This design comes from an exercise in tuning for small area, a short achievable clock period and few clock cycles on the open sky130 flow, not from production work.
Where RTL was checked, it was by simulation tests only, not by an equivalence proof against the original.
Power and IR drop assume default switching activity.

==> module tfacc_rfifo, before the edit <==
module tfacc_rfifo
#(
   parameter int DEPTH = 15,
   parameter int W     = 129
)(
   input  logic          clk,
   input  logic          xrst,
   input  logic          i_wr_vld,
   input  logic [W-1:0]  i_wr_dat,
   input  logic          i_fin,      
   output logic          o_vld,
   output logic [W-1:0]  o_dat,
   output logic          o_last,     
   input  logic          i_rdy
);
   logic [W-1:0]     r_mem [0:DEPTH-1];
   logic [DEPTH-1:0] r_wptr;
   logic [DEPTH-1:0] r_rptr;
   logic             r_ne;       
   logic             r_full;     
   logic             w_ld;
   logic             w_rd;
   logic             w_one;      
   logic             w_almost;   
   logic [W-1:0]     w_head;
   assign w_ld     = !o_vld || i_rdy;
   assign w_rd     = r_ne && w_ld;
   assign w_one    = |({r_rptr[DEPTH-2:0], r_rptr[DEPTH-1]} & r_wptr);
   assign w_almost = |({r_wptr[DEPTH-2:0], r_wptr[DEPTH-1]} & r_rptr);
   always_comb begin
      w_head = o_dat & {W{!w_ld}};
      for (int i = 0; i < DEPTH; i++) w_head = w_head | (r_mem[i] & {W{r_rptr[i] && w_ld}});
   end
   always_ff @(posedge clk) begin
      if (!xrst) begin
         r_wptr <= DEPTH'(1);
         r_rptr <= DEPTH'(1);
         r_ne   <= 1'b0;
         r_full <= 1'b0;
         o_vld  <= 1'b0;
      end else begin
         if (i_wr_vld) r_wptr <= {r_wptr[DEPTH-2:0], r_wptr[DEPTH-1]};
         if (w_rd)     r_rptr <= {r_rptr[DEPTH-2:0], r_rptr[DEPTH-1]};
         r_ne   <= i_wr_vld || (r_ne && !(w_rd && w_one));
         r_full <= (r_full && !(w_rd && !i_wr_vld)) || (i_wr_vld && !w_rd && w_almost);
         if (w_ld) o_vld <= r_ne;
      end
   end
   always_ff @(posedge clk) begin
      o_dat <= w_head;
      if (w_ld) o_last <= w_one && i_fin;
   end
   always_ff @(posedge clk) begin
      for (int i = 0; i < DEPTH; i++)
         if (r_wptr[i] && !r_full) r_mem[i] <= i_wr_dat;
   end
endmodule
clock: 7.0 ns
lec_check: 0
abc_clock_period_in_ps: 2000
cap_margin: 20
core_margin: 2
core_utilization: 70
cts_cluster_diameter: 100
cts_cluster_size: 25
setup_slack_margin: 4.5
slew_margin: 20
standard.sh (not shown) runs the stock make flow with config.mk's settings and CLKGATE_MAP_FILE= SYNTH_SCRIPT=/design/flow/synth_recipe.tcl, a recipe that flattens the netlist after the stock synthesis.
==> flow/flow/run.sh <==
#!/bin/bash
# Standard layout with two changes:
#  - port buffers are buf_1 cells (the standard flow's pick, clkdlybuf4s50_1, is larger);
#  - after placement, each output port's buffer is moved next to the register driving it, so
#    the register drives a short wire and the buffer drives the wire to the pin.
# Each tool's output goes to a log file of its own in this folder.
set -euo pipefail
W=$(pwd)
R=$W/orfs/results/${FLOW_PLATFORM}/tfacc_rd_burst/base
PB="BUFFER_PORTS_ARGS=-buffer_cell sky130_fd_sc_hd__buf_1"
bash standard.sh place "$PB" > flow_1_place.log 2>&1
MOVE_ODB=$R/3_place.odb openroad -no_init -exit flow/move_obuf.tcl > flow_2_move_obuf.log 2>&1
bash standard.sh finish "$PB" > flow_3_finish.log 2>&1
==> flow/flow/move_obuf.tcl <==
# Move each output port's buffer next to the register that drives it, so the register
# drives a short wire and the (stronger) buffer drives the long wire to the pin.
set odb $::env(MOVE_ODB)
read_db $odb
set block [ord::get_db_block]
set n 0
foreach bterm [$block getBTerms] {
  if {[$bterm getIoType] ne "OUTPUT"} { continue }
  set net [$bterm getNet]
  if {$net eq "NULL" || $net eq ""} { continue }
  set buf ""
  foreach it [$net getITerms] { if {[$it isOutputSignal]} { set buf [$it getInst] } }
  if {$buf eq ""} { continue }
  if {![string match "*buf*" [[$buf getMaster] getName]]} { continue }
  set a [$buf findITerm A]
  if {$a eq "NULL" || $a eq ""} { continue }
  set innet [$a getNet]
  set drv ""
  foreach it [$innet getITerms] { if {[$it isOutputSignal]} { set drv [$it getInst] } }
  if {$drv eq ""} { continue }
  if {![string match "*df*" [[$drv getMaster] getName]]} { continue }
  set loc [$drv getLocation]
  $buf setLocation [lindex $loc 0] [lindex $loc 1]
  incr n
}
puts "moved $n output buffers"
detailed_placement
check_placement
write_db $odb
==> next run, changes <==
--- a/flow/design.v
+++ b/flow/design.v
@@ -32,10 +32,10 @@
    assign w_rd     = r_ne && w_ld;
    assign w_one    = |({r_rptr[DEPTH-2:0], r_rptr[DEPTH-1]} & r_wptr);
    assign w_almost = |({r_wptr[DEPTH-2:0], r_wptr[DEPTH-1]} & r_rptr);
    always_comb begin
-      w_head = o_dat & {W{!w_ld}};
-      for (int i = 0; i < DEPTH; i++) w_head = w_head | (r_mem[i] & {W{r_rptr[i] && w_ld}});
+      w_head = '0;
+      for (int i = 0; i < DEPTH; i++) w_head = w_head | (r_mem[i] & {W{r_rptr[i]}});
    end
    always_ff @(posedge clk) begin
       if (!xrst) begin
          r_wptr <= DEPTH'(1);
@@ -51,10 +51,12 @@
          if (w_ld) o_vld <= r_ne;
       end
    end
    always_ff @(posedge clk) begin
-      o_dat <= w_head;
-      if (w_ld) o_last <= w_one && i_fin;
+      if (w_ld) begin
+         o_dat  <= w_head;
+         o_last <= w_one && i_fin;
+      end
    end
    always_ff @(posedge clk) begin
       for (int i = 0; i < DEPTH; i++)
          if (r_wptr[i] && !r_full) r_mem[i] <= i_wr_dat;
After rerunning: Core utilization fell by 1.6 points; final area fell by 2.1%; non-clock buffer count fell by 75; hold slack barely changes; power fell by 0.49%; setup slack improves by 0.014 ns; clock skew barely changes; area after synthesis barely changes.
Testbench counts after the change, summed over its fixed seeds: cycles 303,354.
No functional check of the RTL was part of the first run of this note.


The RTL this note starts from:
==> flow/design.v <==
package tfacc_pkg;
   typedef logic [127:0] u128_t;
   localparam logic [2:0] AXI_SIZE_16B   = 3'b100;
   localparam logic [1:0] AXI_BURST_INCR = 2'b01;
endpackage
module tfacc_rfifo
#(
   parameter int DEPTH = 15,
   parameter int W     = 129
)(
   input  logic          clk,
   input  logic          xrst,
   input  logic          i_wr_vld,
   input  logic [W-1:0]  i_wr_dat,
   input  logic          i_fin,      
   output logic          o_vld,
   output logic [W-1:0]  o_dat,
   output logic          o_last,     
   input  logic          i_rdy
);
   logic [W-1:0]     r_mem [0:DEPTH-1];
   logic [DEPTH-1:0] r_wptr;
   logic [DEPTH-1:0] r_rptr;
   logic             r_ne;       
   logic             r_full;     
   logic             w_ld;
   logic             w_rd;
   logic             w_one;      
   logic             w_almost;   
   logic [W-1:0]     w_head;
   assign w_ld     = !o_vld || i_rdy;
   assign w_rd     = r_ne && w_ld;
   assign w_one    = |({r_rptr[DEPTH-2:0], r_rptr[DEPTH-1]} & r_wptr);
   assign w_almost = |({r_wptr[DEPTH-2:0], r_wptr[DEPTH-1]} & r_rptr);
   always_comb begin
      w_head = o_dat & {W{!w_ld}};
      for (int i = 0; i < DEPTH; i++) w_head = w_head | (r_mem[i] & {W{r_rptr[i] && w_ld}});
   end
   always_ff @(posedge clk) begin
      if (!xrst) begin
         r_wptr <= DEPTH'(1);
         r_rptr <= DEPTH'(1);
         r_ne   <= 1'b0;
         r_full <= 1'b0;
         o_vld  <= 1'b0;
      end else begin
         if (i_wr_vld) r_wptr <= {r_wptr[DEPTH-2:0], r_wptr[DEPTH-1]};
         if (w_rd)     r_rptr <= {r_rptr[DEPTH-2:0], r_rptr[DEPTH-1]};
         r_ne   <= i_wr_vld || (r_ne && !(w_rd && w_one));
         r_full <= (r_full && !(w_rd && !i_wr_vld)) || (i_wr_vld && !w_rd && w_almost);
         o_vld  <= (w_ld && r_ne) || (!w_ld && o_vld);
      end
   end
   always_ff @(posedge clk) begin
      o_dat  <= w_head;
      o_last <= (w_ld && w_one && i_fin) || (!w_ld && o_last);
   end
   always_ff @(posedge clk) begin
      for (int i = 0; i < DEPTH; i++)
         if (r_wptr[i] && !r_full) r_mem[i] <= i_wr_dat;
   end
endmodule
module tfacc_rd_burst
#(
   parameter int NENT = 15
)(
   input  logic         clk,
   input  logic         xrst,
   input  logic         cmd_valid,
   output logic         cmd_ready,
   input  logic [39:0]  cmd_adr,
   input  logic [19:0]  cmd_len,
   output logic         busy,
   output logic         done,
   output logic         err,
   output logic [3:0]   M00_AXI_ARID,
   output logic [39:0]  M00_AXI_ARADDR,
   output logic [7:0]   M00_AXI_ARLEN,
   output logic [2:0]   M00_AXI_ARSIZE,
   output logic [1:0]   M00_AXI_ARBURST,
   output logic         M00_AXI_ARVALID,
   input  logic         M00_AXI_ARREADY,
   input  logic [127:0] M00_AXI_RDATA,
   input  logic [1:0]   M00_AXI_RRESP,
   input  logic         M00_AXI_RLAST,
   input  logic         M00_AXI_RVALID,
   output logic         M00_AXI_RREADY,
   output logic [127:0] od,
   output logic         ovalid,
   input  logic         oready,
   output logic         olast
);
   localparam int CAP = NENT + 1;
   localparam int KW  = $clog2(CAP + 1);
   logic          s_idle, s_c1, s_c2, s_wait, s_ar, s_drain;
   logic          r_busy;
   logic [39:4]   r_adr;        
   logic [19:0]   r_rem;        
   logic [4:0]    r_m5;         
   logic [3:0]    r_m4;         
   logic          r_le16;       
   logic          r_pg;         
   logic [4:0]    r_b5;         
   logic [3:0]    r_b4;         
   logic [4:0]    r_blen;       
   logic [3:0]    r_arlen;      
   logic          r_islast;     
   logic          r_cross;      
   logic          r_alliss;     
   logic [KW-1:0] r_credit;     
   logic [CAP-1:0] r_bo;        
   logic          r_done;
   logic          r_err;
   logic          w_hs;
   logic          w_pop;
   logic          w_ok0;
   logic          w_ok1;
   logic          w_res;
   logic          w_wr;
   logic          w_rl;
   logic          w_useb;
   logic          w_acc;
   logic          w_zero;
   logic          w_fin;
   logic          w_idle_nx;
   logic          w_ar_nx;
   logic          w_err_nx;
   logic [39:4]   w_adr_nx;
   logic [KW-1:0] w_cr_p;
   logic [KW-1:0] w_cr_r;
   logic [KW-1:0] w_cr_pr;
   assign w_hs   = s_ar && M00_AXI_ARREADY;
   assign w_pop  = ovalid && oready;
   assign w_ok0  = (r_credit >= KW'(r_blen));
   assign w_ok1  = ((r_credit + KW'(1)) >= KW'(r_blen));
   assign w_res  = s_wait && (w_ok0 || (w_pop && w_ok1));
   assign w_cr_p  = r_credit + KW'(1);
   assign w_cr_r  = r_credit - KW'(r_blen);
   assign w_cr_pr = r_credit + KW'(1) - KW'(r_blen);
   assign w_wr   = M00_AXI_RVALID && r_bo[0];
   assign w_rl   = w_wr && M00_AXI_RLAST;
   assign w_useb = r_pg && (r_b5 < r_m5);
   assign cmd_ready       = s_idle;
   assign busy            = r_busy;
   assign done            = r_done;
   assign err             = r_err;
   assign M00_AXI_ARID    = 4'd0;
   assign M00_AXI_ARADDR  = {r_adr, 4'd0};
   assign M00_AXI_ARLEN   = {4'd0, r_arlen};
   assign M00_AXI_ARSIZE  = tfacc_pkg::AXI_SIZE_16B;
   assign M00_AXI_ARBURST = tfacc_pkg::AXI_BURST_INCR;
   assign M00_AXI_ARVALID = s_ar;
   assign M00_AXI_RREADY  = 1'b1;
   tfacc_rfifo #(
      .DEPTH(NENT),
      .W    (128)
   ) u_rfifo (
      .clk      (clk),
      .xrst     (xrst),
      .i_wr_vld (w_wr),
      .i_wr_dat (M00_AXI_RDATA),
      .i_fin    (r_alliss && !r_bo[0]),
      .o_vld    (ovalid),
      .o_dat    (od),
      .o_last   (olast),
      .i_rdy    (oready)
   );
   assign w_acc  = s_idle && cmd_valid;
   assign w_zero = s_c1 && (r_rem == '0);
   assign w_fin  = s_drain && w_pop && olast;
   assign w_idle_nx = (s_idle && !cmd_valid) || w_zero || w_fin;
   assign w_ar_nx   = (s_ar && !M00_AXI_ARREADY) || w_res;
   assign w_err_nx  = !w_acc && (r_err || (w_wr && (M00_AXI_RRESP != 2'b00)));
   always_ff @(posedge clk) begin
      s_idle <= !xrst || w_idle_nx;
      r_busy <= xrst && !w_idle_nx;
      s_ar   <= xrst && w_ar_nx;
      r_done <= xrst && (w_zero || w_fin);
      r_err  <= xrst && w_err_nx;
   end
   always_ff @(posedge clk) begin
      if (!xrst) begin
         s_c1     <= 1'b0;
         s_c2     <= 1'b0;
         s_wait   <= 1'b0;
         s_drain  <= 1'b0;
         r_alliss <= 1'b0;
         r_credit <= KW'(CAP);
         r_bo     <= '0;
      end else begin
         case ({w_pop, w_res})
            2'b10:   r_credit <= w_cr_p;
            2'b01:   r_credit <= w_cr_r;
            2'b11:   r_credit <= w_cr_pr;
            default: ;
         endcase
         case ({w_hs, w_rl})
            2'b10:   r_bo <= {r_bo[CAP-2:0], 1'b1};
            2'b01:   r_bo <= {1'b0, r_bo[CAP-1:1]};
            default: ;
         endcase
         if (w_acc) begin
            s_c1     <= 1'b1;
            r_alliss <= 1'b0;
         end
         if (s_c1) begin
            s_c1 <= 1'b0;
            s_c2 <= !w_zero;
         end
         if (s_c2) begin
            s_c2   <= 1'b0;
            s_wait <= 1'b1;
         end
         if (w_res) s_wait <= 1'b0;
         if (w_hs) begin
            s_c1     <= !r_islast;
            s_drain  <= r_islast;
            r_alliss <= r_islast;
         end
         if (w_fin) s_drain <= 1'b0;
      end
   end
   assign w_adr_nx = {r_adr[39:12] + 28'(r_cross), r_adr[11:4] + 8'(r_blen)};
   always_ff @(posedge clk) begin
      r_adr   <= (cmd_adr[39:4] & {36{s_idle}}) | (w_adr_nx & {36{w_hs}})
               | (r_adr & {36{!s_idle && !w_hs}});
      r_arlen <= (r_b4 & {4{s_c2 && w_useb}}) | (r_m4 & {4{s_c2 && !w_useb}})
               | (r_arlen & {4{!s_c2}});
   end
   always_ff @(posedge clk) begin
      if (s_idle)    r_rem <= cmd_len;
      else if (w_hs) r_rem <= r_rem - 20'(r_blen);
      if (s_c1) begin
         r_m5   <= (r_rem[19:4] != '0) ? 5'd16 : {1'b0, r_rem[3:0]};
         r_m4   <= (r_rem[19:4] != '0) ? 4'd15 : (r_rem[3:0] - 4'd1);
         r_le16 <= !((r_rem[19:5] != '0) || (r_rem[4] && (r_rem[3:0] != '0)));
         r_pg   <= (r_adr[11:8] == 4'hF);
         r_b5   <= 5'd16 - {1'b0, r_adr[7:4]};
         r_b4   <= 4'd15 - r_adr[7:4];
      end
      if (s_c2) begin
         r_blen   <= w_useb ? r_b5 : r_m5;
         r_islast <= r_le16 && (!r_pg || (r_m5 <= r_b5));
         r_cross  <= r_pg && (r_b5 <= r_m5);
      end
   end
endmodule
==> flow/config.mk <==
export PLATFORM = sky130hd
export DESIGN_NAME = tfacc_rd_burst
export DESIGN_NICKNAME = tfacc_rd_burst
export VERILOG_FILES = /design/flow/design.v
export SDC_FILE = /design/flow/constraint.sdc
export NUM_CORES = 4
export LEC_CHECK = 0
export ABC_CLOCK_PERIOD_IN_PS = 2000
export CAP_MARGIN = 20
export CORE_MARGIN = 2
export CORE_UTILIZATION = 70
export CTS_CLUSTER_DIAMETER = 100
export CTS_CLUSTER_SIZE = 25
export SETUP_SLACK_MARGIN = 4.5
export SLEW_MARGIN = 20
==> flow/constraint.sdc <==
create_clock -name core_clock -period 7.0 [get_ports {clk}]
set_input_delay 1.4000 -clock core_clock [delete_from_list [all_inputs] [get_ports {clk}]]
set_output_delay 1.4000 -clock core_clock [all_outputs]
set_load 0.01 [all_outputs]
Scripts as last shown in full above: flow/flow/run.sh, flow/flow/move_obuf.tcl
Testbench counts at the start, summed over its fixed seeds: cycles 303,354.
Next try:
--- a/flow/design.v
+++ b/flow/design.v
@@ -10,10 +10,11 @@
 )(
    input  logic          clk,
    input  logic          xrst,
    input  logic          i_wr_vld,
    input  logic [W-1:0]  i_wr_dat,
+   input  logic          i_wr_last,  
    input  logic          i_fin,      
    output logic          o_vld,
    output logic [W-1:0]  o_dat,
    output logic          o_last,     
    input  logic          i_rdy
@@ -23,39 +24,42 @@
    logic [DEPTH-1:0] r_rptr;
    logic             r_ne;       
    logic             r_full;     
    logic             w_ld;
    logic             w_rd;
+   logic             w_wr;       
    logic             w_one;      
    logic             w_almost;   
    logic [W-1:0]     w_head;
    assign w_ld     = !o_vld || i_rdy;
    assign w_rd     = r_ne && w_ld;
+   assign w_wr     = i_wr_vld && (r_ne || !w_ld);
    assign w_one    = |({r_rptr[DEPTH-2:0], r_rptr[DEPTH-1]} & r_wptr);
    assign w_almost = |({r_wptr[DEPTH-2:0], r_wptr[DEPTH-1]} & r_rptr);
    always_comb begin
-      w_head = o_dat & {W{!w_ld}};
-      for (int i = 0; i < DEPTH; i++) w_head = w_head | (r_mem[i] & {W{r_rptr[i] && w_ld}});
+      w_head = (o_dat & {W{!w_ld}}) | (i_wr_dat & {W{!r_ne && w_ld}});
+      for (int i = 0; i < DEPTH; i++) w_head = w_head | (r_mem[i] & {W{r_rptr[i] && r_ne && w_ld}});
    end
    always_ff @(posedge clk) begin
       if (!xrst) begin
          r_wptr <= DEPTH'(1);
          r_rptr <= DEPTH'(1);
          r_ne   <= 1'b0;
          r_full <= 1'b0;
          o_vld  <= 1'b0;
       end else begin
-         if (i_wr_vld) r_wptr <= {r_wptr[DEPTH-2:0], r_wptr[DEPTH-1]};
+         if (w_wr)     r_wptr <= {r_wptr[DEPTH-2:0], r_wptr[DEPTH-1]};
          if (w_rd)     r_rptr <= {r_rptr[DEPTH-2:0], r_rptr[DEPTH-1]};
-         r_ne   <= i_wr_vld || (r_ne && !(w_rd && w_one));
-         r_full <= (r_full && !(w_rd && !i_wr_vld)) || (i_wr_vld && !w_rd && w_almost);
-         o_vld  <= (w_ld && r_ne) || (!w_ld && o_vld);
+         r_ne   <= w_wr || (r_ne && !(w_rd && w_one));
+         r_full <= (r_full && !(w_rd && !w_wr)) || (w_wr && !w_rd && w_almost);
+         o_vld  <= (w_ld && (r_ne || i_wr_vld)) || (!w_ld && o_vld);
       end
    end
    always_ff @(posedge clk) begin
       o_dat  <= w_head;
-      o_last <= (w_ld && w_one && i_fin) || (!w_ld && o_last);
+      o_last <= (w_ld && r_ne && w_one && i_fin) || (w_ld && !r_ne && i_wr_last)
+              || (!w_ld && o_last);
    end
    always_ff @(posedge clk) begin
       for (int i = 0; i < DEPTH; i++)
          if (r_wptr[i] && !r_full) r_mem[i] <= i_wr_dat;
    end
@@ -157,10 +161,11 @@
    ) u_rfifo (
       .clk      (clk),
       .xrst     (xrst),
       .i_wr_vld (w_wr),
       .i_wr_dat (M00_AXI_RDATA),
+      .i_wr_last(M00_AXI_RLAST && r_alliss && !r_bo[1]),
       .i_fin    (r_alliss && !r_bo[0]),
       .o_vld    (ovalid),
       .o_dat    (od),
       .o_last   (olast),
       .i_rdy    (oready)
Effect: Clock power increases slightly; worst setup slack gets worse by 0.31 ns; clock-buffer cell count fell by 1; final area came out higher by a little under a tenth; non-clock buffer count came out higher by 294; clock skew came out higher by 0.020 ns; wire length rises by a quarter to a third; cell count is higher by a little under a tenth; first-iteration DRC count rose by well over a third; power increases slightly; worst hold slack hardly moves; combinational power goes up by a few percent; synthesized cell count rises by a few percent; via count rises by roughly a tenth.
For the second run of this note, only the layout was checked, not whether the RTL still works.

==> separate check: timing with driven ports <==
The results above use ideal ports. As a check the final layouts listed here were re-extracted and re-timed, cells and wires unchanged. Step 1 assumes that a clkbuf_16 drives the clock port and a buf_2 every other input. Step 2 moves the port delays by t, midway between the first and last clock arrival at a register: inputs arrive t later, outputs are due t later. That takes back most of the time a late clock gives input paths. Slacks: no drivers / after step 1 / after step 2; pairs: no drivers / after step 1.
run	shift t [ns]	setup WS [ns]	latest minus earliest clock arrival (ns)	worst slew at a driven data input, ns
the first run of note 1	0.804	4.262 / 4.179 / 3.700	0.030 / 0.030	0.16
the second run of note 1	0.802	4.276 / 4.194 / 3.783	0.029 / 0.029	0.16
the first run of note 2	0.796	4.368 / 4.286 / 3.676	0.028 / 0.029	0.16
the second run of note 2	0.808	4.055 / 4.073 / 3.265	0.049 / 0.048	0.19
After both steps setup and hold are still met in every run listed. The setup slack of the second run of note 2, which loses most, moves by +0.018 ns with the drivers and by -0.790 ns with both steps.
